Background: an optimization exercise with open tools, aiming at small area. Do not read the settings as production practice.
In this exercise RTL edits were held to simulation tests only and were not proved equivalent to the original.
Power figures rest on the tool's default switching activity, not on a simulated workload.

==> flow/design.v <==
package gpio_pkg;
   localparam int NUM_PINS = 32;
   localparam int DATA_W   = 32;
   localparam int ADDR_W   = 8;
   typedef logic [NUM_PINS-1:0] pins_t;
   function automatic logic [2:0] type_enc(input logic [2:0] t);
      case (t)
         3'd0:    type_enc = 3'b000;
         3'd1:    type_enc = 3'b001;
         3'd2:    type_enc = 3'b100;
         3'd3:    type_enc = 3'b010;
         3'd4:    type_enc = 3'b110;
         3'd5:    type_enc = 3'b101;
         3'd6:    type_enc = 3'b011;
         default: type_enc = 3'b111;
      endcase
   endfunction
   function automatic logic [2:0] type_dec(input logic [2:0] e);
      case (e)
         3'b000:  type_dec = 3'd0;
         3'b001:  type_dec = 3'd1;
         3'b100:  type_dec = 3'd2;
         3'b010:  type_dec = 3'd3;
         3'b110:  type_dec = 3'd4;
         3'b101:  type_dec = 3'd5;
         3'b011:  type_dec = 3'd6;
         default: type_dec = 3'd7;
      endcase
   endfunction
endpackage
`timescale 1ns/1ps
module gpio_in_sync
(
   input  logic        PCLK,
   input  logic        PRESETN,
   input  logic [31:0] gpio_in_i,
   output logic [31:0] s2_o,
   output logic [31:0] s3_o
);
   logic [31:0] stage1_q;
   logic [31:0] stage2_q;
   logic [31:0] stage3_q;
   always_ff @(posedge PCLK or negedge PRESETN)
   begin
      if (!PRESETN)
      begin
         stage1_q <= '0;
         stage2_q <= '0;
         stage3_q <= '0;
      end
      else
      begin
         stage1_q <= gpio_in_i;
         stage2_q <= stage1_q;
         stage3_q <= stage2_q;
      end
   end
   assign s2_o = stage2_q;
   assign s3_o = stage3_q;
endmodule
`timescale 1ns/1ps
module gpio_top
(
   input  logic                          PCLK,
   input  logic                          PRESETN,
   input  logic                          psel_i,
   input  logic                          penable_i,
   input  logic                          pwrite_i,
   input  logic [gpio_pkg::ADDR_W-1:0]   paddr_i,
   input  logic [gpio_pkg::DATA_W-1:0]   pwdata_i,
   input  gpio_pkg::pins_t               gpio_in_i,
   output logic [gpio_pkg::DATA_W-1:0]   prdata_o,
   output logic                          pready_o,
   output logic                          pslverr_o,
   output gpio_pkg::pins_t               gpio_out_o,
   output gpio_pkg::pins_t               gpio_oe_o,
   output gpio_pkg::pins_t               int_o,
   output logic                          int_or_o
);
   logic [7:0]   cfg_q [32];
   logic [31:0]  gpout_q;
   logic [31:0]  irq_q;
   logic [31:0]  flag_q;
   logic [31:0]  s2;
   logic [31:0]  s3;
   logic         wr_en;
   logic         cfg_hit;
   logic [31:0]  pin_sel;
   logic [31:0]  cfg_we;
   logic [7:0]   wcfg;
   logic [7:0]   cfg_rd;
   logic         type_chg;
   logic         irq_wr;
   logic         irq_clr_any;
   logic [31:0]  lvl_int;
   logic [31:0]  set;
   logic [31:0]  gpin;
   assign pready_o  = 1'b1;
   assign pslverr_o = 1'b0;
   gpio_in_sync i_gpio_in_sync
   (
      .PCLK       (PCLK),
      .PRESETN    (PRESETN),
      .gpio_in_i  (gpio_in_i),
      .s2_o       (s2),
      .s3_o       (s3)
   );
   assign wr_en   = psel_i & penable_i & pwrite_i;
   assign cfg_hit = (paddr_i <= 8'h7C);
   always_comb
      for (int i = 0; i < 32; i++)
      begin
         pin_sel[i] = cfg_hit & (paddr_i[6:2] == 5'(i));
         cfg_we[i]  = wr_en & pin_sel[i];
      end
   assign wcfg = {gpio_pkg::type_enc(pwdata_i[7:5]), pwdata_i[4:0]};
   always_ff @(posedge PCLK or negedge PRESETN)
      if (!PRESETN)
         for (int i = 0; i < 32; i++)
            cfg_q[i] <= '0;
      else
         for (int i = 0; i < 32; i++)
            if (cfg_we[i])
               cfg_q[i] <= wcfg;
   always_ff @(posedge PCLK or negedge PRESETN)
      if (!PRESETN)
         gpout_q <= '0;
      else if (wr_en && (paddr_i == 8'hA0))
         gpout_q <= pwdata_i;
   always_comb
   begin
      cfg_rd = '0;
      for (int i = 0; i < 32; i++)
         cfg_rd = cfg_rd | (pin_sel[i] ? cfg_q[i] : 8'h00);
   end
   assign type_chg = ~wcfg[3] | (wcfg[7:5] != cfg_rd[7:5]);
   assign irq_wr      = wr_en & (paddr_i == 8'h80);
   assign irq_clr_any = irq_wr & (|pwdata_i);
   always_comb
      for (int i = 0; i < 32; i++)
      begin
         lvl_int[i] = cfg_q[i][3] & ~cfg_q[i][7] & ~cfg_q[i][6] & (s3[i] ^ cfg_q[i][5]);
         set[i]     = cfg_q[i][3] & ~cfg_q[i][5] &
                      ((cfg_q[i][7] & s2[i] & ~s3[i]) | (cfg_q[i][6] & ~s2[i] & s3[i]));
         int_o[i]   = flag_q[i] | lvl_int[i];
         gpio_out_o[i] = gpout_q[i] & cfg_q[i][0];
         gpio_oe_o[i]  = cfg_q[i][2] & cfg_q[i][0];
         gpin[i]       = s3[i] & cfg_q[i][1];
      end
   assign int_or_o = |int_o;
   always_ff @(posedge PCLK or negedge PRESETN)
      if (!PRESETN)
         flag_q <= '0;
      else
         for (int i = 0; i < 32; i++)
            flag_q[i] <= ~(cfg_we[i] & type_chg) &
                         (set[i] | (flag_q[i] & ~(irq_wr & pwdata_i[i])));
   always_ff @(posedge PCLK or negedge PRESETN)
      if (!PRESETN)
         irq_q <= '0;
      else if (irq_clr_any)
         irq_q <= irq_q & ~pwdata_i;
      else
         irq_q <= int_o;
   always_comb
   begin
      prdata_o = {24'h0, cfg_rd[4:0]} | {24'h0, gpio_pkg::type_dec(cfg_rd[7:5]), 5'h0};
      case (paddr_i)
         8'h80:   prdata_o = irq_q;
         8'h90:   prdata_o = gpin;
         8'hA0:   prdata_o = gpout_q;
         default: ;
      endcase
   end
endmodule
==> flow/run.sh <==
#!/bin/bash
# synth_recipe.tcl (not shown) runs the flow's synth.tcl, then flattens the netlist and writes it again
# the make line also repeats each setting of config.mk as NAME=value (left out here)
make -C /OpenROAD-flow-scripts/flow DESIGN_CONFIG=/design/flow/config.mk WORK_HOME=/design/flow/orfs CLKGATE_MAP_FILE= SYNTH_SCRIPT=/design/flow/synth_recipe.tcl finish
==> flow/config.mk <==
export PLATFORM = sky130hd
export DESIGN_NAME = gpio_top
export DESIGN_NICKNAME = gpio_top
export VERILOG_FILES = /design/flow/design.v
export SDC_FILE = /design/flow/constraint.sdc
export NUM_CORES = 4
export LEC_CHECK = 0
export ABC_AREA = 1
export CAP_MARGIN = 20
export CORE_MARGIN = 2
export CORE_UTILIZATION = 55
export CTS_BUF_LIST = sky130_fd_sc_hd__clkbuf_2 sky130_fd_sc_hd__clkbuf_4
export SLEW_MARGIN = 20
==> flow/constraint.sdc <==
create_clock -name core_clock -period 10.0 [get_ports {PCLK}]
set_input_delay 2.0000 -clock core_clock [delete_from_list [all_inputs] [get_ports {PCLK}]]
set_output_delay 2.0000 -clock core_clock [all_outputs]
set_load 0.01 [all_outputs]
==> flow_summary.toml, run 1 <==
[synth]
ys_async_sr_fraction = 1.000
synth.most_common_cell = "nand2_1"
ys_top_cells_by_area = "dfrtp_1 (54%), nand2_1 (12%), o21ai_0 (8.4%)"
synth_nets = 2578
synth.avg_cell_area_um2 = 8.351
synth_seq_cells = 448
synth_flop_cell = "dfrtp_1"
synth_top_area_frac = 0.5368
synth_area_mm2 = 0.02089
ys_top_cells_by_count = "nand2_1 (673), dfrtp_1 (448), o21ai_0 (350)"
synth_top_area_cell = "dfrtp_1"
syn_inst = 2501
synth-edff-count = 0
ys_seq_area_frac = 0.5368
ys_warn_count = 3
ys_types = 50

[die]
die_h_um = 198.9
die_area_mm2 = 0.03955
initial_core_util = 0.5571
core_area_mm2 = 0.03749
die_x_um = 198.9
io_pins = 208
num_rows = 71

[route]
drt_wl_total_mm = 79.26
firstDrtPassIters = 6
drc = 0
antenna_left = 0
vias = 20030
first_iter_violations = 2458
viasPerCell = 5.975
wl_per_cell_um = 23.64

[cells_and_area]
n_fill_cell = 3194
nNetsFinal = 2830
regArea_mm2 = 0.01121
area_delta_synth_final_pct = 19.02
drive_above_1_share = 0.09088
multi_input_area_mm2 = 0.008068

[pwr]
p_leak_nw = 12.01
power_density_mw_per_mm2 = 171.3
ir_drop_uv = 109.1

[placement]
pre_cts_ws_ns = 1.791
place_congestion = 1.053
hpwlAfterDp_mm = 56.31
io_buffers = 205

[timing]
fin_skew_ns = 0.06306
finalSetupViolCount = 0
min_period_over_period = 0.8168
timing.fmax_ghz = 0.1224
rsz0062_at_grt = "false"
finalCriticalPeriod_ns = 8.168
worst_pin_slew_ns = 1.161
slew_headroom = 0.2233
hold_viol = 0
setup_tns_ns = 0
setup_slack_ns = 1.832
maxSlewViolCount = 0

[worst_setup_path]
r2r_start = "cfg_q[13][5]"
crit_path_start_kind = "input pin"
cp.arrival_ns = 6.17
rrSetupSlack_ns = 7.03
startpoint = "paddr_i[5]"
crit_fanout = 52
reg2reg_depth = 12
endpoint_kind = "output pin"
critPathKind = "input pin to output pin"
required_ns = 8.00

[clocking]
insertion_delay_ns = 0.88
path_clk_slew_ns = 0.06
cts_setup_buffers = 0
h-tree-depth = 3
root_buffer = "clkbuf_4"
cts_resized = 0
cts_inserted_buffers = 111
cts_sinks = 448
postCtsHoldBufs = 0
tritoncts = "done"
cts_buffer_depth = 3

[global_routing]
grt_max_degree = 172
grt-ovfl-total = 0
grt_pass1_wl_mm = 117.8
grt_pass1_vias = 19110
grt_antenna_before_repair = 2
grt_usage = 0.4107

[min_path]
hold_path_class = "flip-flop to flip-flop"
min_from = "i_gpio_in_sync.stage1_q[23]"
hold_path_depth = 0

[run_status]
status = "timing/DRC/antenna clean"

[job]
drv_cap = 0
## metal layers
metal,vias up,track usage,share of wire
met1,9650,0.5797,0.40
met3,253,0.09698,0.12
met2,1294,0.5940,0.42
met5,-,0,0
met4,0,0.2062,0.053
li1,8831,-,-
## final timing paths
kind                                               endpoint
worst max-delay path                            prdata_o[2]
worst min-delay path            i_gpio_in_sync.stage2_q[23]
worst min register to register  i_gpio_in_sync.stage2_q[23]
min in group asynchronous                      cfg_q[11][6]
worst max register to register                   flag_q[28]
max in group asynchronous       i_gpio_in_sync.stage1_q[30]
## area by class of cell
cell class,instances,area share
sequential,448,0.4510
clock inverter,45,0.01032
antenna,2,0.0002013
timing repair buffer,230,0.09176
clock buffer,154,0.04651
multi-input combinational,1631,0.3245
tap,511,0.02572
inverter,331,0.04998
## logic make-up (layout without fill, tap and decap cells)
logic type	count (synthesis)	count (layout)	synth area share
AOI/OAI and AO/OA	580	580	0.1643
xor gates and xnor gates	32	32	0.01342
buffers and inverters	422	760	0.07943
DFF	448	448	0.5368
other	2	4	0.0003596
and+or+nand+nor	1017	1017	0.2057
## where the power goes
part | total [mW] | internal (mW) | switching, mW
Combinational | 0.613 | 0.233 | 0.379
Sequential | 2.09 | 1.97 | 0.125
Clock | 1.55 | 0.787 | 0.765
## registers in the layout, summed over array words and instances, names as in the netlist
| name | flops |
|---|---|
| cfg_q | 256 |
| flag_q | 32 |
| gpout_q | 32 |
| i_gpio_in_sync.stage1_q | 32 |
| i_gpio_in_sync.stage2_q | 32 |
| i_gpio_in_sync.stage3_q | 32 |
| irq_q | 32 |
## placed cells by master (no fill, tap or decap), types with 12 or more instances in the layout
cell             count
xor2_1              31
nor3_1              12
nand3b_1            12
a21oi_1             60
nor2_1             131
clkbuf_4           154
dfrtp_1            448
nor4_1              16
buf_4               20
nand4_1             70
a32oi_1             12
a221oi_1            13
nor2_2              16
clkdlybuf4s50_1    204
a41oi_1             15
a21oi_2             31
inv_1              316
o21ai_0            350
a41o_1              15
clkinv_1            47
o22ai_1             28
nand3_1             70
nand2_1            672
## worst max-delay path: stages
cell             delay [ns]
clkdlybuf4s50_1        0.60
nand2_1                0.19
nor2_2                 0.23
nand3_4                0.50
nand2_2                0.38
inv_2                  0.18
nand2_1                0.24
o21ai_0                0.13
a2111oi_1              0.83
nand3b_1               0.32
clkdlybuf4s50_1        0.57
## through the flow
stage	hold slack [ns]	util	std cells	total power, mW	area [um2]
detailed placement	0.3357	0.6248	3150	2.718	23420
floorplan	0.3312	-	2501	2.381	20890
CTS	0.3427	0.6624	3349	4.258	24830
finish	0.3416	0.6631	3352	4.257	24860
global placement	0.3323	0.6248	3150	2.700	23420
global route	0.3513	0.6630	3351	4.431	24860
==> inputs of run 2 (changes only) <==
--- a/flow/config.mk
+++ b/flow/config.mk
@@ -8,6 +8,6 @@
 export ABC_AREA = 1
 export CAP_MARGIN = 20
 export CORE_MARGIN = 2
-export CORE_UTILIZATION = 55
-export CTS_BUF_LIST = sky130_fd_sc_hd__clkbuf_2 sky130_fd_sc_hd__clkbuf_4
+export CORE_UTILIZATION = 40
+export CTS_BUF_LIST = sky130_fd_sc_hd__clkbuf_4
 export SLEW_MARGIN = 20
==> run 2 against run 1 <==
Still clean on timing, DRC and antenna. Worst hold slack barely moved. Critical path depth rose by 2. Register-to-register slack improved by 0.12 ns. Routed wire length is 8.4% higher. Sequential share of layout area is 0.73 points lower. Global-route usage fell by 9.0 points. Final cell count grew 5.7%.
==> flow_summary.toml, run 2 <==
[cells_and_area]
drive_above_1_share = 0.1032
largest_reg_flops = 256
mostFrequentLayoutCell = "nand2_1"
regMostFlops = "cfg_q"
stdcell_count = 3544
final_cell_mix = "nand2_1 (672), dfrtp_1 (448), o21ai_0 (350), inv_1 (316), clkdlybuf4s50_1 (203)"
area_delta_synth_final_pct = 20.97
nNetsFinal = 2841

[synth]
synth_flop_cell = "dfrtp_1"
synth_nets = 2578
ys_types = 50
ys_warn_count = 3
synth.avg_cell_area_um2 = 8.351
synth_area_mm2 = 0.02089
synth_top_area_cell = "dfrtp_1"
synth-edff-count = 0
syn_inst = 2501
synth.most_common_cell = "nand2_1"
ys_top_cells_by_area = "dfrtp_1 (54%), nand2_1 (12%), o21ai_0 (8.4%)"
ys_async_sr_fraction = 1.000
ys_seq_area_frac = 0.5368
synth_seq_cells = 448
ys_top_cells_by_count = "nand2_1 (673), dfrtp_1 (448), o21ai_0 (350)"
synth_top_area_frac = 0.5368

[die]
core_area_mm2 = 0.05151
die_area_mm2 = 0.05406
io_pins = 208
initial_core_util = 0.4055
num_rows = 83
die_x_um = 232.5
die_h_um = 232.5

[worst_setup_path]
required_ns = 8.00
cp.arrival_ns = 6.61
critPathBufInv = 4
crit_path_start_kind = "input pin"
cp_common_cell = "nand2_1"
critPathKind = "input pin to output pin"
critPathSlowestCell = "a2111oi_0"
critical_path.top_delay_family = "simple AND/OR/NAND/NOR gates"
reg2reg_depth = 11
cp_num_cells = 13
worstPathCellList = "clkdlybuf4s50_1, nand2_1, nor2_2, nand3_4, nand2_2, inv_2, nand2_1, inv_1, nand2_1, nand4_1, a2111oi_0, nand3b_1, clkdlybuf4s50_1"
crit_fanout = 52
critPathMaxStageDelay_ns = 0.98
endpoint_kind = "output pin"

[clocking]
postCtsHoldBufs = 0
insertion_delay_ns = 0.94
cts_inserted_buffers = 120
cts_buffer_depth = 3
cts_setup_buffers = 0
tritoncts = "done"
path_clk_slew_ns = 0.08
cts_resized = 0
h-tree-depth = 3
root_buffer = "clkbuf_4"
cts_sinks = 448

[timing]
fin_skew_ns = 0.08496
timing.fmax_ghz = 0.1161
min_period_over_period = 0.8615
setup_tns_ns = 0
finalCriticalPeriod_ns = 8.615
maxSlewViolCount = 0
rsz0062_at_grt = "false"
finalSetupViolCount = 0
slew_headroom = 0.1544
hold_viol = 0
worst_pin_slew_ns = 1.236

[placement]
place_congestion = 1.026
io_buffers = 205
hpwlAfterDp_mm = 61.78
post-place-cells = 3322

[global_routing]
grt_max_degree = 83
grt_pass1_wl_mm = 125.6
grt_pass1_vias = 19140
grt_antenna_before_repair = 4
grt-ovfl-total = 0
grt_usage = 0.3203

[route]
drc = 0
viasPerCell = 5.609
wl_per_cell_um = 24.24
firstDrtPassIters = 6
antenna_left = 0
drt_wl_total_mm = 85.89
first_iter_violations = 2355
vias = 19880

[job]
drv_cap = 0

[pwr]
power_density_mw_per_mm2 = 175.3
ir_drop_uv = 95.61
p_leak_nw = 12.16

[min_path]
hold_path_depth = 0
hold_path_class = "flip-flop to flip-flop"

[run_status]
status = "timing/DRC/antenna clean"
[run 2: worst paths after layout]
path / startpoint / to / slack (ns)
setup / recovery: paddr_i[5] / prdata_o[2] / 1.39
hold / removal: i_gpio_in_sync.stage1_q[24] / i_gpio_in_sync.stage2_q[24] / 0.34
setup reg to reg: cfg_q[13][7] / flag_q[26] / 7.15
hold reg to reg: i_gpio_in_sync.stage1_q[24] / i_gpio_in_sync.stage2_q[24] / 0.34
max in group asynchronous: PRESETN / i_gpio_in_sync.stage3_q[22] / 6.86
min in group asynchronous: PRESETN / cfg_q[7][2] / 1.03
[run 2: kinds of logic (layout without fill, tap and decap cells)]
kind of cell / count (synthesis) / in the layout / share of synthesized area
and+or+nand+nor: 1017 / 1017 / 0.2057
AOI/OAI and AO/OA: 580 / 580 / 0.1643
DFF: 448 / 448 / 0.5368
buffers and inverters: 422 / 780 / 0.07943
xor gates and xnor gates: 32 / 32 / 0.01342
other: 2 / 7 / 0.0003596
[run 2: worst register-to-register path: stages, from the launching register on]
cell	delay (ns)
dfrtp_1	0.39
inv_1	0.11
o21ai_0	0.20
nor2_1	0.33
nand3_1	0.24
nor2_2	0.20
nand2_2	0.12
nand2_1	0.08
nand2_1	0.06
nor2_1	0.18
nand2_4	0.51
a21oi_2	0.32
[run 2: power breakdown]
group          total [mW]  internal [mW]  switching (mW)
combinational       0.619          0.233           0.386
sequential           2.10           1.97           0.127
clock                1.72          0.917           0.798
[run 2: metrics by stage]
step / util / instance area (um2) / hold WS [ns] / power (mW) / worst slack (ns)
4_1_cts: 0.4902 / 25250 / 0.3462 / 4.454 / 1.621
3_3_place_gp: 0.4589 / 23640 / 0.3314 / 2.718 / 1.730
2_1_floorplan: - / 20890 / 0.3312 / 2.381 / 4.416
5_1_grt: 0.4905 / 25260 / 0.3562 / 4.631 / 1.355
6_report: 0.4905 / 25270 / 0.3416 / 4.430 / 1.385
3_5_place_dp: 0.4591 / 23650 / 0.3347 / 2.735 / 1.634
[run 2: cell type report]
| class | instances | area [um2] |
|---|---|---|
| antenna | 5 | 12.51 |
| fill | 5005 | 26240 |
| clock inverter | 31 | 203.9 |
| timing repair buffer | 232 | 2262 |
| sequential | 448 | 11210 |
| clock buffer | 186 | 1396 |
| inverter | 331 | 1242 |
| multi-input combinational | 1631 | 8088 |
| tap | 680 | 850.8 |
[run 2: metal layers]
layer	up-vias	track usage	part of all wire
met3	175	0.07635	0.10
met1	9719	0.4551	0.43
met2	1114	0.4748	0.44
met5	-	0	0.00016
li1	8868	-	-
met4	2	0.1180	0.037
==> inputs of run 3 (changes only) <==
==> flow/flow/run.sh (new file) <==
#!/bin/bash
# Standard ORFS layout (standard.sh) with these changes:
#  - synthesis maps the logic with flow/abc_area.script (ABC_AREA=1 picks it up);
#    the rest of synthesis is the standard script, so the registers are the same
#  - ports are buffered with the smallest buffer (buf_1)
#  - clock tree: larger sink clusters, no dummy loads (flow/cts_args)
set -euo pipefail
W=$(pwd)
rm -rf "$W/scripts_alt"
cp -r "$FLOW_HOME/scripts" "$W/scripts_alt"
cp "$W/flow/abc_area.script" "$W/scripts_alt/abc_area.script"
bash standard.sh "SCRIPTS_DIR=$W/scripts_alt" synth > "$W/synth.log" 2>&1
bash standard.sh "BUFFER_PORTS_ARGS=-buffer_cell sky130_fd_sc_hd__buf_1" \
   "CTS_ARGS=$(cat "$W/flow/cts_args")" finish > "$W/layout.log" 2>&1
test -f "$W/out/final.def"
==> flow/flow/abc_area.script (new file) <==
strash
&get -n
&st
&synch2
&if -K 6
&mfs
&st
&dch
&nf -R 1000
&put
topo
stime -c
==> flow/flow/cts_args (new file) <==
-sink_clustering_enable -repair_clock_nets -dont_use_dummy_load -buf_list sky130_fd_sc_hd__clkbuf_16 -sink_clustering_size 30 -sink_clustering_max_diameter 120
==> flow/standard.sh (new file) <==
#!/bin/bash
# synth_recipe.tcl (not shown) runs the flow's synth.tcl, then flattens the netlist and writes it again
# the make line also repeats each setting of config.mk as NAME=value (left out here)
make -C /OpenROAD-flow-scripts/flow DESIGN_CONFIG=/design/flow/config.mk WORK_HOME=/design/flow/orfs CLKGATE_MAP_FILE= SYNTH_SCRIPT=/design/flow/synth_recipe.tcl "${@:-finish}"
--- a/flow/config.mk
+++ b/flow/config.mk
@@ -9,5 +9,4 @@
 export CAP_MARGIN = 20
 export CORE_MARGIN = 2
 export CORE_UTILIZATION = 40
-export CTS_BUF_LIST = sky130_fd_sc_hd__clkbuf_4
 export SLEW_MARGIN = 20
removed: flow/run.sh
==> run 3 against run 2 <==
Final cell count shrank 27%. Critical path depth is the same. Clock skew shrank 0.044 ns. Routed wire length shrank 13%. Flip-flop and latch count is the same. Area after synthesis shrank 7.3%. Power shrank 29%. Sequential power shrank 5%. Design area shrank 14%. Sequential share of layout area grew 7.3 points. Fmax grew 20%. Worst setup slack gained 1.4 ns.
==> flow_summary.toml, run 3 <==
[cells_and_area]
drive_above_1_share = 0.03676
regMostFlops = "cfg_q"
largest_reg_flops = 256
stdcell_area_mm2 = 0.02171
area_delta_synth_final_pct = 12.13
final_cell_mix = "dfrtp_1 (448), buf_1 (200), nand2_1 (191), mux2_1 (163), a21oi_1 (156)"
mostFrequentLayoutCell = "dfrtp_1"
nNetsFinal = 2065

[synth]
synth.avg_cell_area_um2 = 11.21
synth.most_common_cell = "dfrtp_1"
ys_top_cells_by_area = "dfrtp_1 (58%), mux2_1 (9.5%), a21oi_1 (4.0%)"
ys_warn_count = 3
ys_seq_area_frac = 0.5791
synth_seq_cells = 448
syn_inst = 1727
synth_nets = 1804
synth_top_area_cell = "dfrtp_1"
ys_async_sr_fraction = 1.000
synth_area_mm2 = 0.01936
synth-edff-count = 0
synth_top_area_frac = 0.5791
ys_top_cells_by_count = "dfrtp_1 (448), nand2_1 (192), mux2_1 (163)"
ys_types = 36
synth_flop_cell = "dfrtp_1"

[global_routing]
grt_usage = 0.2965
grt_antenna_before_repair = 3
grt_pass1_vias = 15490
grt_max_degree = 166
grt-ovfl-total = 0
grt_pass1_wl_mm = 108.8

[job]
drv_cap = 0

[worst_setup_path]
critPathSlowestCell = "nor2_1"
cp.arrival_ns = 5.18
r2r_start = "cfg_q[21][6]"
required_ns = 8.00
reg2reg_to = "flag_q[8]"
crit_path_start_kind = "input pin"
endpoint_kind = "output pin"
critical_path.top_delay_family = "simple AND/OR/NAND/NOR gates"
critPathBufInv = 3
cp_common_cell = "buf_1"
reg2reg_depth = 8
worstPathCellList = "buf_1, nor2b_2, buf_4, nand2_1, nor2_1, a22o_1, a221oi_1, nand4_1, or3_1, nor2b_1, xnor2_1, o21ai_0, buf_1"
critPathMaxStageDelay_ns = 0.66
rrSetupSlack_ns = 6.55
crit_fanout = 15
critPathKind = "input pin to output pin"

[placement]
io_buffers = 205
hpwlAfterDp_mm = 53.00
place_congestion = 0.9639
place_area_mm2 = 0.02125
pre_cts_ws_ns = 2.846

[route]
firstDrtPassIters = 10
viasPerCell = 6.118
drc = 0
antenna_left = 0
vias = 15930
wl_per_cell_um = 28.69
drt_wl_total_mm = 74.71
first_iter_violations = 1876

[clocking]
postCtsHoldBufs = 0
path_clk_slew_ns = 0.12
cts_resized = 0
insertion_delay_ns = 0.57
h-tree-depth = 1
cts_buffer_depth = 3
cts_inserted_buffers = 18
cts_sinks = 448
tritoncts = "done"
root_buffer = "clkbuf_16"
cts_setup_buffers = 0

[timing]
slew_headroom = 0.2407
rsz0062_at_grt = "false"
finalSetupViolCount = 0
min_period_over_period = 0.7178
fin_skew_ns = 0.04105
timing.fmax_ghz = 0.1393
setup_tns_ns = 0
worst_pin_slew_ns = 1.129
setup_slack_ns = 2.822
finalCriticalPeriod_ns = 7.178
hold_viol = 0
maxSlewViolCount = 0

[min_path]
hold_path_depth = 0
hold_path_class = "flip-flop to flip-flop"
min_from = "i_gpio_in_sync.stage1_q[24]"
hold_path_end = "i_gpio_in_sync.stage2_q[24]"

[pwr]
combPwrFrac = 0.085
p_switching_mw = 0.8486
p_total_mw = 3.153
p_int_mw = 2.304
switching_share = 0.2692
p_leak_nw = 9.247
ir_drop_uv = 97.42
clkPwrFrac = 0.281
power_density_mw_per_mm2 = 145.2
seq_power_share = 0.634

[die]
io_pins = 208
die_h_um = 224.0
initial_core_util = 0.4055
die_x_um = 224.0
num_rows = 80
die_area_mm2 = 0.05017
core_area_mm2 = 0.04775

[run_status]
status = "timing/DRC/antenna clean"
[run 3: cells by family after synthesis]
group                  after synthesis  synth area share
other                                2         0.0003879
multiplexers                       165           0.09585
AND/OR/NAND/NOR                    543            0.1332
AO/OA/AOI/OAI                      498            0.1677
buffers and inverters               34          0.006980
flip-flops                         448            0.5791
XOR/XNOR                            37           0.01674
[run 3: routing by layer]
layer / track usage / vias to the layer above / share of wire
li1: - / 6907 / -
met1: 0.4183 / 8161 / 0.43
met2: 0.4844 / 742 / 0.47
met3: 0.03030 / 120 / 0.067
met4: 0.09054 / 0 / 0.031
met5: 0 / - / 0
[run 3: power groups by stage]
stage	Sequential [mW]	Combinational (mW)	Clock (mW)
after CTS	2.00	0.267	0.905
after global routing	2.01	0.294	0.967
final	2.00	0.267	0.887
after floorplan	1.98	0.123	0
after detailed placement	2.03	0.266	0
after global placement	2.03	0.260	0
[run 3: how the worst max path moves through the flow]
stage,start,end,cells past startpoint
2_1_floorplan,paddr_i[4],prdata_o[6],10
3_3_place_gp,paddr_i[4],prdata_o[6],13
3_5_place_dp,paddr_i[4],prdata_o[6],13
4_1_cts,paddr_i[4],prdata_o[6],13
5_1_grt,paddr_i[4],prdata_o[6],13
6_report,paddr_i[4],prdata_o[6],13
[run 3: stage by stage]
| stage | util | hold WS, ns | std cells |
|---|---|---|---|
| 2_1_floorplan | - | 0.3312 | 1727 |
| 3_3_place_gp | 0.4450 | 0.3314 | 2583 |
| 3_5_place_dp | 0.4450 | 0.3355 | 2583 |
| 4_1_cts | 0.4545 | 0.3325 | 2601 |
| 5_1_grt | 0.4546 | 0.3648 | 2603 |
| 6_report | 0.4546 | 0.3424 | 2604 |
[run 3: layout make-up]
class / count / area [um2]
Fill cell: 4500 / 26040
Antenna cell: 3 / 7.507
Tap cell: 615 / 769.5
Timing Repair Buffer: 243 / 1076
Sequential cell: 448 / 11210
Clock buffer: 18 / 450.4
Multi-Input combinational cell: 1245 / 8071
Inverter: 32 / 120.1

[port drivers added, routing unchanged]
In the flow no input, the clock included, has a driving cell. The finished layouts below were timed again as built, in two steps.
Step 1, drivers: a clkbuf_16 drives PCLK and a buf_2 each remaining input, both assumed.
Step 2 also shifts input and output timing later by t, the mid clock arrival at the registers, as if the neighbouring blocks saw the same clock.
a / b / c = ideal ports / drivers / drivers and shift; a / b = the first two.
run | t (ns) | setup slack, ns | worst data-port slew with drivers (ns)
run 1 | 0.900 | 1.832 / 1.799 / 1.799 | 0.11
run 2 | 0.955 | 1.385 / 1.340 / 1.340 | 0.08
run 3 | 0.605 | 2.822 / 2.736 / 2.736 | 0.09
After both steps every run listed still meets setup and hold. For run 3, which loses most, drivers alone change the setup slack by -0.086 ns; drivers and shift together by -0.086 ns.
